Context: an optimization exercise on an open-source flow, tuned for small area. The choices shown serve that exercise and are no tape-out recipe. Only simulation tests tie the RTL to the original design; equivalence was not proved. The flow treats the clock pin as an ideal source, which a real chip does not have. Power and IR drop assume default switching activity.

==> run a <==
==> flow/design.v <==
package piano_pkg;
    localparam int NUM_VOICES = 3;
    localparam int SAMPLE_W   = 8;
    localparam logic [127:0] ENV_GAIN_TABLE = {
        8'h03, 8'h0D, 8'h1A, 8'h2E, 8'h3F, 8'h51, 8'h53, 8'h69,
        8'h6B, 8'h7A, 8'h7C, 8'h80, 8'h3D, 8'h35, 8'h34, 8'h1C
    };
    localparam logic [10:0] STEP_LAST = 11'h017;
endpackage
module spi_frame_rx (
    input  logic        clk,
    input  logic        rst,
    input  logic        sck,
    input  logic        sdi,
    output logic [23:0] notes,        
    output logic [1:0]  note_count,
    output logic [1:0]  note_count_next,
    output logic [2:0]  strike        
);
    logic [1:0]  sck_sync;
    logic        sdi_sync;
    logic        sck_rise;
    logic [25:0] sh;
    logic        locked;
    logic [4:0]  cnt;        
    logic        frame_end;    
    logic        frame_done;
    logic        match;
    assign sck_rise = sck_sync[0] & ~sck_sync[1];
    assign match    = (cnt >= 5'd5) && (sh[25:15] == '0) && (sh[14:0] == '1) && sdi_sync;
    assign note_count_next = frame_done ? sh[25:24] : note_count;
    always_ff @(posedge clk)
    begin
        sck_sync[0] <= sck & ~rst;
        sck_sync[1] <= sck_sync[0];
        sdi_sync    <= sdi;
    end
    always_ff @(posedge clk)
    begin
        if (rst)
        begin
            sh         <= '1;
            locked     <= 1'b0;
            cnt        <= '0;
            frame_end  <= 1'b0;
            frame_done <= 1'b0;
        end
        else
        begin
            frame_done <= frame_end;
            frame_end  <= 1'b0;
            if (sck_rise)
            begin
                sh <= {sh[24:0], sdi_sync};
                if (!locked)
                begin
                    locked <= match;
                    if (match || sh[25])
                        cnt <= '0;
                    else if (cnt != 5'd5)
                        cnt <= cnt + 1'b1;
                end
                else
                begin
                    cnt        <= cnt + 1'b1;
                    frame_end <= (cnt == 5'd31);
                end
            end
        end
    end
    always_ff @(posedge clk)
    begin
        if (rst)
        begin
            notes      <= '0;
            note_count <= '0;
            strike     <= '0;
        end
        else
        begin
            for (int i = 0; i < 3; i++)
                strike[i] <= frame_done && (sh[8*i +: 8] != notes[8*i +: 8]);
            if (frame_done)
            begin
                notes      <= sh[23:0];
                note_count <= sh[25:24];
            end
        end
    end
endmodule
module envelope_gen (
    input  logic       clk,
    input  logic       rst,
    input  logic [7:0] note,
    input  logic       strike,
    output logic [4:0] step,
    output logic       active,
    output logic       active_next,
    output logic       done
);
    logic [10:0] cnt;
    logic        nz;
    logic        clr;
    logic        step_end;
    assign nz       = |note;
    assign clr      = rst | ~nz | strike;
    assign step_end = (cnt == piano_pkg::STEP_LAST);
    assign done     = step[4];
    assign active_next = ~rst & nz & (strike | (active & ~(step_end & (step[3:0] == 4'hF))));
    always_ff @(posedge clk)
    begin
        active <= active_next;
        if (~nz | strike | step_end)    
            cnt <= '0;
        else
            cnt <= {cnt[9:0], ~(cnt[10] ^ cnt[8])};
        if (clr)
            step <= '0;
        else if (step_end & ~step[4])
            step <= step + 1'b1;
    end
endmodule
module voice_mixer (
    input  logic        clk,
    input  logic        rst,
    input  logic        capture,       
    input  logic        clear,         
    input  logic        run,           
    input  logic        divide,        
    input  logic        half,          
    input  logic        third,         
    input  logic [4:0]  k,             
    input  logic [23:0] notes,
    input  logic [14:0] steps,         
    input  logic [2:0]  active,        
    input  logic [1:0]  note_count,    
    output logic [7:0]  mix
);
    logic [25:0] nq;       
    logic [4:0]  sq [3];   
    logic [1:0]  nact;
    logic [9:0]  acc;
    logic [2:0]  in_use;
    logic [4:0]  s;
    logic [2:0]  j;
    logic [7:0]  gain;
    logic [8:0]  term;
    logic        add_div;
    function automatic logic [9:0] add10(input logic [9:0] a, input logic [9:0] b);
        logic c;
        c = 1'b0;
        for (int i = 0; i < 10; i++)
        begin
            add10[i] = a[i] ^ b[i] ^ c;
            c = (a[i] & b[i]) | (a[i] & c) | (b[i] & c);
        end
    endfunction
    assign in_use[0] = note_count != 2'd0;
    assign in_use[1] = note_count[1];
    assign in_use[2] = note_count == 2'd3;
    always_ff @(posedge clk)
    begin
        if (capture)
            nq <= {notes, 2'b00};
        else if (divide)
            nq <= {16'h0000, acc};
        else
            nq <= {1'b0, nq[25:1]};
        for (int v = 0; v < 3; v++)
            if (capture)
                sq[v] <= {~in_use[v] | steps[5*v+4], steps[5*v +: 4]};
        if (rst)
            nact <= '0;
        else if (capture)
            nact <= (in_use[0] & active[0]) + (in_use[1] & active[1]) + (in_use[2] & active[2]);
        if (clear || (divide && nact != 2'd1))
            acc <= '0;
        else
            acc <= add10(acc, {1'b0, term});
    end
    assign j       = k[2:0];
    assign add_div = (half && nact == 2'd2) || (third && nact == 2'd3);
    always_comb
    begin
        case (k[4:3])
            2'd0:    s = sq[0];
            2'd1:    s = sq[1];
            default: s = sq[2];
        endcase
        gain = s[4] ? 8'h00 : piano_pkg::ENV_GAIN_TABLE[8*s[3:0] +: 8];
        for (int i = 0; i < 8; i++)
            term[i] = nq[i] && (add_div || (run && gain[3'd7 - j] && (i < 8 - j)));
        term[8] = nq[8] && add_div;
    end
    assign mix = acc[7:0] | {8{acc[9] | acc[8]}};
endmodule
module dac_serializer (
    input  logic       clk,
    input  logic       rst,
    input  logic [7:0] mix,
    output logic       capture,
    output logic       clear,
    output logic       run,
    output logic       divide,
    output logic       half,
    output logic       third,
    output logic [4:0] k,
    output logic       data,
    output logic       dclk,
    output logic       load,
    output logic       ldac
);
    logic [3:0] b;      
    logic [5:0] p;      
    logic       b_last;
    logic       late;   
    assign b_last = b[3] & b[2] & b[1];
    always_ff @(posedge clk)
    begin
        if (rst | b_last)
        begin
            b <= rst ? 4'd14 : 4'd0;
            p <= '0;
        end
        else if (p == 6'd39)
        begin
            p <= '0;
            b <= b + 1'b1;
        end
        else
            p <= p + 1'b1;
    end
    assign capture = ~rst & (b == 4'd13) & (p == 6'd38);
    assign clear   = b_last;
    assign run     = (b == 4'd0) && (p < 6'd24);
    assign k       = p[4:0];
    assign divide  = (b == 4'd0) && (p == 6'd24);
    assign half    = (b == 4'd0) && (p == 6'd26);
    assign third   = (b == 4'd0) && (p == 6'd27 || p == 6'd29 || p == 6'd31 || p == 6'd33);
    assign late = p >= 6'd7;
    assign dclk = (p < 6'd20) & ~(b[3] & b[2]);
    assign load = ~(b == 4'd12);
    assign ldac = ~(b == 4'd13);
    always_comb
    begin
        case (b)
            4'd4:    data = late & mix[7];
            4'd5:    data = late ? mix[6] : mix[7];
            4'd6:    data = late ? mix[5] : mix[6];
            4'd7:    data = late ? mix[4] : mix[5];
            4'd8:    data = late ? mix[3] : mix[4];
            4'd9:    data = late ? mix[2] : mix[3];
            4'd10:   data = late ? mix[1] : mix[2];
            4'd11:   data = late ? mix[0] : mix[1];
            default: data = 1'b0;
        endcase
    end
endmodule
module piano_top (
    input  logic       clk,
    input  logic       rst,
    input  logic       sck,
    input  logic       sdi,
    output logic       dclk,
    output logic       data,
    output logic       load,
    output logic       ldac,
    output logic [2:0] voice_active,
    output logic [2:0] voice_done
);
    logic [23:0] notes;
    logic [1:0]  note_count;
    logic [1:0]  note_count_next;
    logic [2:0]  strike;
    logic [14:0] steps;
    logic [2:0]  active_next;
    logic [7:0]  mix;
    logic        capture;
    logic        clear;
    logic        run;
    logic        divide;
    logic        half;
    logic        third;
    logic [4:0]  k;
    spi_frame_rx spi_frame_rx_inst (
        .clk             (clk),
        .rst             (rst),
        .sck             (sck),
        .sdi             (sdi),
        .notes           (notes),
        .note_count      (note_count),
        .note_count_next (note_count_next),
        .strike          (strike)
    );
    for (genvar v = 0; v < 3; v++)
    begin : g_voice
        envelope_gen envelope_gen_inst (
            .clk         (clk),
            .rst         (rst),
            .note        (notes[8*v +: 8]),
            .strike      (strike[v]),
            .step        (steps[5*v +: 5]),
            .active      (voice_active[v]),
            .active_next (active_next[v]),
            .done        (voice_done[v])
        );
    end
    voice_mixer voice_mixer_inst (
        .clk        (clk),
        .rst        (rst),
        .capture    (capture),
        .clear      (clear),
        .run        (run),
        .divide     (divide),
        .half       (half),
        .third      (third),
        .k          (k),
        .notes      (notes),
        .steps      (steps),
        .active     (active_next),
        .note_count (note_count_next),
        .mix        (mix)
    );
    dac_serializer dac_serializer_inst (
        .clk     (clk),
        .rst     (rst),
        .mix     (mix),
        .capture (capture),
        .clear   (clear),
        .run     (run),
        .divide  (divide),
        .half    (half),
        .third   (third),
        .k       (k),
        .data    (data),
        .dclk    (dclk),
        .load    (load),
        .ldac    (ldac)
    );
endmodule
==> flow/flow/run.sh <==
#!/bin/bash
# Own layout flow: the standard flow (standard.sh) with
# - ABC's buffers removed at floorplan, and every combinational cell then put
#   at its smallest drive strength (flow/downsize.tcl); repair_design and
#   repair_timing size up again where needed,
# - the smallest buffer on each port,
# - a clock tree without dummy loads.
# Each tool's output goes to a log file here.
set -e
export CTS_ARGS="-sink_clustering_enable -repair_clock_nets -buf_list sky130_fd_sc_hd__clkbuf_16 -sink_clustering_size 40 -sink_clustering_max_diameter 150 -dont_use_dummy_load"
export REMOVE_ABC_BUFFERS=1
export BUFFER_PORTS_ARGS="-buffer_cell sky130_fd_sc_hd__buf_1"
bash standard.sh floorplan > standard_floorplan.log 2>&1
RES_DIR=$(pwd)/orfs/results/sky130hd/piano_top/base openroad -no_init -exit flow/downsize.tcl > downsize.log 2>&1
bash standard.sh > standard.log 2>&1
==> flow/flow/downsize.tcl <==
# Puts every combinational cell of the floorplanned netlist at its smallest
# drive strength; placement's repair_design sizes up again where slew,
# capacitance or fanout need it, and timing repair where timing needs it.
set plat $::env(FLOW_HOME)/platforms/sky130hd
set res $::env(RES_DIR)
read_db $res/2_floorplan.odb
read_liberty $plat/lib/sky130_fd_sc_hd__tt_025C_1v80.lib
read_sdc $res/2_floorplan.sdc
set n 0
set saved 0.0
foreach inst [get_cells *] {
  set ref [get_property $inst ref_name]
  if {![regexp {^(sky130_fd_sc_hd__[a-z0-9]+)_([0-9]+)$} $ref -> base drv]} { continue }
  if {[regexp {df|dl|sdf|edf|tap|fill|decap|conb|clkbuf|clkinv|clkdly} $base]} { continue }
  set best $ref
  set cur [get_lib_cells */$ref]
  set best_area [get_property $cur area]
  foreach cand [get_lib_cells */${base}_*] {
    set cname [get_property $cand name]
    if {![regexp "^${base}_\[0-9\]+\$" $cname]} { continue }
    if {[regexp {lpflow|probe} $cname]} { continue }
    set a [get_property $cand area]
    if {$a < $best_area} { set best $cname; set best_area $a }
  }
  if {$best ne $ref} {
    set saved [expr {$saved + [get_property $cur area] - $best_area}]
    replace_cell $inst $best
    incr n
  }
}
puts "downsized $n cells, [format %.1f $saved] um2"
write_db $res/2_floorplan.odb
==> flow/standard.sh <==
#!/bin/bash
# synth_recipe.tcl (not shown) runs the flow's synth.tcl, then flattens the netlist and writes it again
# the make line also repeats each setting of config.mk as NAME=value (left out here)
make -C /OpenROAD-flow-scripts/flow DESIGN_CONFIG=/design/flow/config.mk WORK_HOME=/design/flow/orfs CLKGATE_MAP_FILE= SYNTH_SCRIPT=/design/flow/synth_recipe.tcl "${@:-finish}"
==> flow/config.mk <==
export PLATFORM = sky130hd
export DESIGN_NAME = piano_top
export DESIGN_NICKNAME = piano_top
export VERILOG_FILES = /design/flow/design.v
export SDC_FILE = /design/flow/constraint.sdc
export NUM_CORES = 4
export LEC_CHECK = 0
export CAP_MARGIN = 20
export CORE_MARGIN = 2
export CORE_UTILIZATION = 40
export SLEW_MARGIN = 20
==> flow/constraint.sdc <==
create_clock -name core_clock -period 10.0 [get_ports {clk}]
set_input_delay 2.0000 -clock core_clock [delete_from_list [all_inputs] [get_ports {clk}]]
set_output_delay 2.0000 -clock core_clock [all_outputs]
set_load 0.01 [all_outputs]
==> run b: changes against run a <==
==> flow/design.v, changed modules only <==
module spi_frame_rx (
    input  logic        clk,
    input  logic        rst,
    input  logic        sck,
    input  logic        sdi,
    output logic [23:0] notes,        
    output logic [1:0]  note_count,
    output logic [1:0]  note_count_next,
    output logic [2:0]  strike        
);
    logic [1:0]  sck_sync;
    logic        sdi_sync;
    logic        sck_rise;
    logic [25:0] sh;
    logic [25:0] sh_n;       
    logic        locked;
    logic [4:0]  cnt;        
    logic        frame_end;    
    logic        frame_done;
    logic        match;
    assign sck_rise = sck_sync[0] & ~sck_sync[1];
    assign sh       = ~sh_n;
    assign match    = (cnt >= 5'd5) && (sh[25:15] == '0) && (sh[14:0] == '1) && sdi_sync;
    assign note_count_next = frame_done ? sh[25:24] : note_count;
    always_ff @(posedge clk)
    begin
        sck_sync[0] <= sck & ~rst;
        sck_sync[1] <= sck_sync[0];
        sdi_sync    <= sdi;
    end
    always_ff @(posedge clk)
    begin
        if (rst)
        begin
            sh_n       <= '0;
            locked     <= 1'b0;
            cnt        <= '0;
            frame_end  <= 1'b0;
            frame_done <= 1'b0;
        end
        else
        begin
            frame_done <= frame_end;
            frame_end  <= 1'b0;
            if (sck_rise)
            begin
                sh_n <= ~{sh[24:0], sdi_sync};
                if (!locked)
                begin
                    locked <= match;
                    if (match || sh[25])
                        cnt <= '0;
                    else if (cnt != 5'd5)
                        cnt <= cnt + 1'b1;
                end
                else
                begin
                    cnt        <= cnt + 1'b1;
                    frame_end <= (cnt == 5'd31);
                end
            end
        end
    end
    always_ff @(posedge clk)
    begin
        for (int i = 0; i < 3; i++)
            strike[i] <= frame_done && (sh[8*i +: 8] != notes[8*i +: 8]);
        if (rst)
        begin
            notes      <= '0;
            note_count <= '0;
        end
        else
        begin
            if (frame_done)
            begin
                notes      <= sh[23:0];
                note_count <= sh[25:24];
            end
        end
    end
endmodule
module envelope_gen (
    input  logic       clk,
    input  logic       rst,
    input  logic [7:0] note,
    input  logic       strike,
    output logic [4:0] step,
    output logic       active,
    output logic       active_next,
    output logic       done
);
    logic [10:0] cnt;
    logic        nz;
    logic [4:0]  step_next;
    logic        step_end;
    assign nz       = |note;
    assign step_next = (~nz | strike) ? 5'd0 : (step_end & ~step[4]) ? step + 1'b1 : step;
    assign step_end = (cnt == piano_pkg::STEP_LAST);
    assign done     = step[4];
    assign active_next = ~rst & nz & (strike | (active & ~(step_end & (step[3:0] == 4'hF))));
    always_ff @(posedge clk)
    begin
        active <= active_next;
        if (~nz | strike | step_end)    
            cnt <= '0;
        else
            cnt <= {cnt[9:0], ~(cnt[10] ^ cnt[8])};
        step <= step_next & {~rst, 4'b1111};
    end
endmodule
module dac_serializer (
    input  logic       clk,
    input  logic       rst,
    input  logic [7:0] mix,
    output logic       capture,
    output logic       clear,
    output logic       run,
    output logic       divide,
    output logic       half,
    output logic       third,
    output logic [4:0] k,
    output logic       data,
    output logic       dclk,
    output logic       load,
    output logic       ldac
);
    logic [3:0] b;      
    logic [5:0] p;      
    logic       b_last;
    logic       late;   
    assign b_last = b[3] & b[2] & b[1];
    always_ff @(posedge clk)
    begin
        if (rst)
            b <= 4'd14;
        else if (b_last)
            b <= 4'd0;
        else if (p == 6'd39)
            b <= b + 1'b1;
    end
    always_ff @(posedge clk)
    begin
        if (b_last || p == 6'd39)
            p <= '0;
        else
            p <= p + 1'b1;
    end
    assign capture = ~rst & (b == 4'd13) & (p == 6'd38);
    assign clear   = b_last;
    assign run     = (b == 4'd0) && (p < 6'd24);
    assign k       = p[4:0];
    assign divide  = (b == 4'd0) && (p == 6'd24);
    assign half    = (b == 4'd0) && (p == 6'd26);
    assign third   = (b == 4'd0) && (p == 6'd27 || p == 6'd29 || p == 6'd31 || p == 6'd33);
    assign late = p >= 6'd7;
    assign dclk = (p < 6'd20) & ~(b[3] & b[2]);
    assign load = ~(b == 4'd12);
    assign ldac = ~(b == 4'd13);
    always_comb
    begin
        case (b)
            4'd4:    data = late & mix[7];
            4'd5:    data = late ? mix[6] : mix[7];
            4'd6:    data = late ? mix[5] : mix[6];
            4'd7:    data = late ? mix[4] : mix[5];
            4'd8:    data = late ? mix[3] : mix[4];
            4'd9:    data = late ? mix[2] : mix[3];
            4'd10:   data = late ? mix[1] : mix[2];
            4'd11:   data = late ? mix[0] : mix[1];
            default: data = 1'b0;
        endcase
    end
endmodule
==> flow/flow/run.sh (replaced) <==
#!/bin/bash
# Own layout flow: the standard flow (standard.sh), run in parts, with
# - the standard synthesis, whose combinational logic is then re-mapped for
#   area (flow/reopt.sh); the registers stay as the standard synthesis made
#   them,
# - ABC's buffers removed at floorplan, then every combinational cell put at
#   its smallest drive strength (flow/downsize.tcl); repair_design and
#   repair_timing size up again where needed,
# - the smallest buffer on each port,
# - a clock tree of small buffers without dummy loads, where a leaf buffer
#   whose flip-flops would see a clock slew near the limit is swapped for a
#   larger one (flow/fixclk.tcl).
# Each tool's output goes to a log file here.
set -e
export CTS_ARGS="-sink_clustering_enable -repair_clock_nets -buf_list sky130_fd_sc_hd__clkbuf_4 -dont_use_dummy_load"
export REMOVE_ABC_BUFFERS=1
export BUFFER_PORTS_ARGS="-buffer_cell sky130_fd_sc_hd__buf_1"
RES=$(pwd)/orfs/results/sky130hd/piano_top/base
bash standard.sh synth > standard_synth.log 2>&1
cp $RES/1_2_yosys.v standard_synth_netlist.v
bash flow/reopt.sh standard_synth_netlist.v $RES/1_2_yosys.v > reopt.log 2>&1
bash standard.sh floorplan > standard_floorplan.log 2>&1
RES_DIR=$RES openroad -no_init -exit flow/downsize.tcl > downsize.log 2>&1
bash standard.sh cts > standard_cts.log 2>&1
RES_DIR=$RES openroad -no_init -exit flow/fixclk.tcl > fixclk.log 2>&1
bash standard.sh > standard.log 2>&1
==> flow/flow/fixclk.tcl (new file) <==
set plat $::env(FLOW_HOME)/platforms/sky130hd
set res $::env(RES_DIR)
read_db $res/4_cts.odb
read_liberty $plat/lib/sky130_fd_sc_hd__tt_025C_1v80.lib
read_sdc $res/4_cts.sdc
source $plat/setRC.tcl
set_propagated_clock [all_clocks]
estimate_parasitics -placement
set limit 0.110
set bigger [dict create sky130_fd_sc_hd__clkbuf_2 sky130_fd_sc_hd__clkbuf_4 sky130_fd_sc_hd__clkbuf_4 sky130_fd_sc_hd__clkbuf_8 sky130_fd_sc_hd__clkbuf_8 sky130_fd_sc_hd__clkbuf_16]
set n 0
foreach inst [get_cells *] {
  set ref [get_property $inst ref_name]
  if {![dict exists $bigger $ref]} { continue }
  set out [get_pins -of_objects $inst -filter "direction==output"]
  set net [get_nets -of_objects $out]
  set worst 0
  set ffs 0
  foreach p [get_pins -of_objects $net -filter "direction==input"] {
    if {[get_name $p] ne "CLK"} { continue }
    incr ffs
    foreach e {rise fall} {
      set s [get_property $p slew_max_$e]
      if {$s > $worst} { set worst $s }
    }
  }
  if {$ffs > 0 && $worst > $limit} {
    puts "upsizing [get_name $inst] $ref ($ffs flip-flops, slew $worst)"
    replace_cell $inst [dict get $bigger $ref]
    incr n
  }
}
puts "upsized $n clock buffers"
detailed_placement
check_placement -verbose
write_db $res/4_cts.odb
==> flow/flow/reopt.sh (new file) <==
#!/bin/bash
# Re-maps the combinational logic of the standard synthesis netlist for area:
# the flip-flops (and tie cells) stay as they are, with their names and cell
# types; every other cell is read back as its function, and ABC restructures
# (&deepsyn) and maps (amap) that logic again. Ports driven straight by a
# register get a buffer, as the standard synthesis gives them.
# usage: reopt.sh in.v out.v
LIB=$FLOW_HOME/platforms/sky130hd/lib/sky130_fd_sc_hd__tt_025C_1v80.lib
cat > reopt.ys <<EOT
read_liberty -ignore_miss_func $LIB
read_verilog $1
hierarchy -top $FLOW_TOP
setattr -mod -set keep_hierarchy 1 sky130_fd_sc_hd__df* sky130_fd_sc_hd__edf* sky130_fd_sc_hd__conb_*
flatten
opt -purge
abc -liberty $LIB -dont_use *lpflow* -dont_use *probe* -script +strash;&get,-n;&deepsyn,-T,20;&put;dch,-f;amap;topo
opt_clean -purge
splitnets
opt_clean -purge
hilomap -singleton -hicell sky130_fd_sc_hd__conb_1 HI -locell sky130_fd_sc_hd__conb_1 LO
insbuf -buf sky130_fd_sc_hd__buf_1 A X
blackbox sky130_fd_sc_hd__*
stat
write_verilog -noattr -noexpr -nohex -nodec $2
EOT
yosys -l reopt_yosys.log reopt.ys > /dev/null
Settings changed: CORE_UTILIZATION 40 to 80, PLACE_DENSITY set to 0.92.
==> notes <==
Between run a and run b, the lower die area is in run b (gap about 130%, measured against run b). In count of clock-buffer cells in the layout, run b and run a do not differ. Between run a and run b, the lower register-to-register slack is in run a (gap 1.0 ns). Worst hold slack: run a is better than run b (0.014 ns). Between run a and run b, the lower via count is in run a (gap about 9%, measured against run b).
==> figures <==
| quantity | run a | run b |
|---|---|---|
| Number of cells traversed by the worst register-to-register path | 23 | 30 |
| Number of violations reported at the end of detailed-routing iteration 0 | 302 | 583 |
| Instance count after placement with tap cells included | 1069 | 912 |
| Core Footprint | 19500 µm² | 8260 µm² |
| Power of the combinational group | 0.0840 mW | 0.101 mW |
| Power density normalized to cell area | 159 nW/µm² | 161 nW/µm² |
| Number of signal-net inverters in the final layout | 17 | 126 |
| Cell internal power dissipation | 1.07 mW | 0.873 mW |
| Proportion of layout cells with a drive suffix above 1 | 4.38% | 3.16% |
| Result of the run | finished clean | finished clean |
| Seq pwr share | 55.5% | 64.6% |

[afterwards: timing with drivers on the ports]
How much do the figures lean on ideal ports? The routed layouts below were timed once more, with nothing changed but the port constraints.
Step 1 assumes that a clkbuf_16 drives the clock port and a buf_2 every other input.
Step 2 times the ports against the registers' clock, not the clock port: input delays grow and output delays shrink by t, the midpoint of the rising clock arrivals with the driver on.
Three values: no drivers, after step 1, after step 2; two values: the first two.
run | shift t [ns] | slack for setup (ns) | hold slack, ns | clock arrival spread, ns | worst slew at a driven data input, ns
run a | 0.453 | 2.891 / 2.891 / 2.891 | 0.373 / 0.373 / 0.373 | 0.032 / 0.032 | 0.03
run b | 0.559 | 3.928 / 3.928 / 3.928 | 0.359 / 0.359 / 0.359 | 0.037 / 0.036 | 0.03
After both steps every run listed still meets setup and hold.
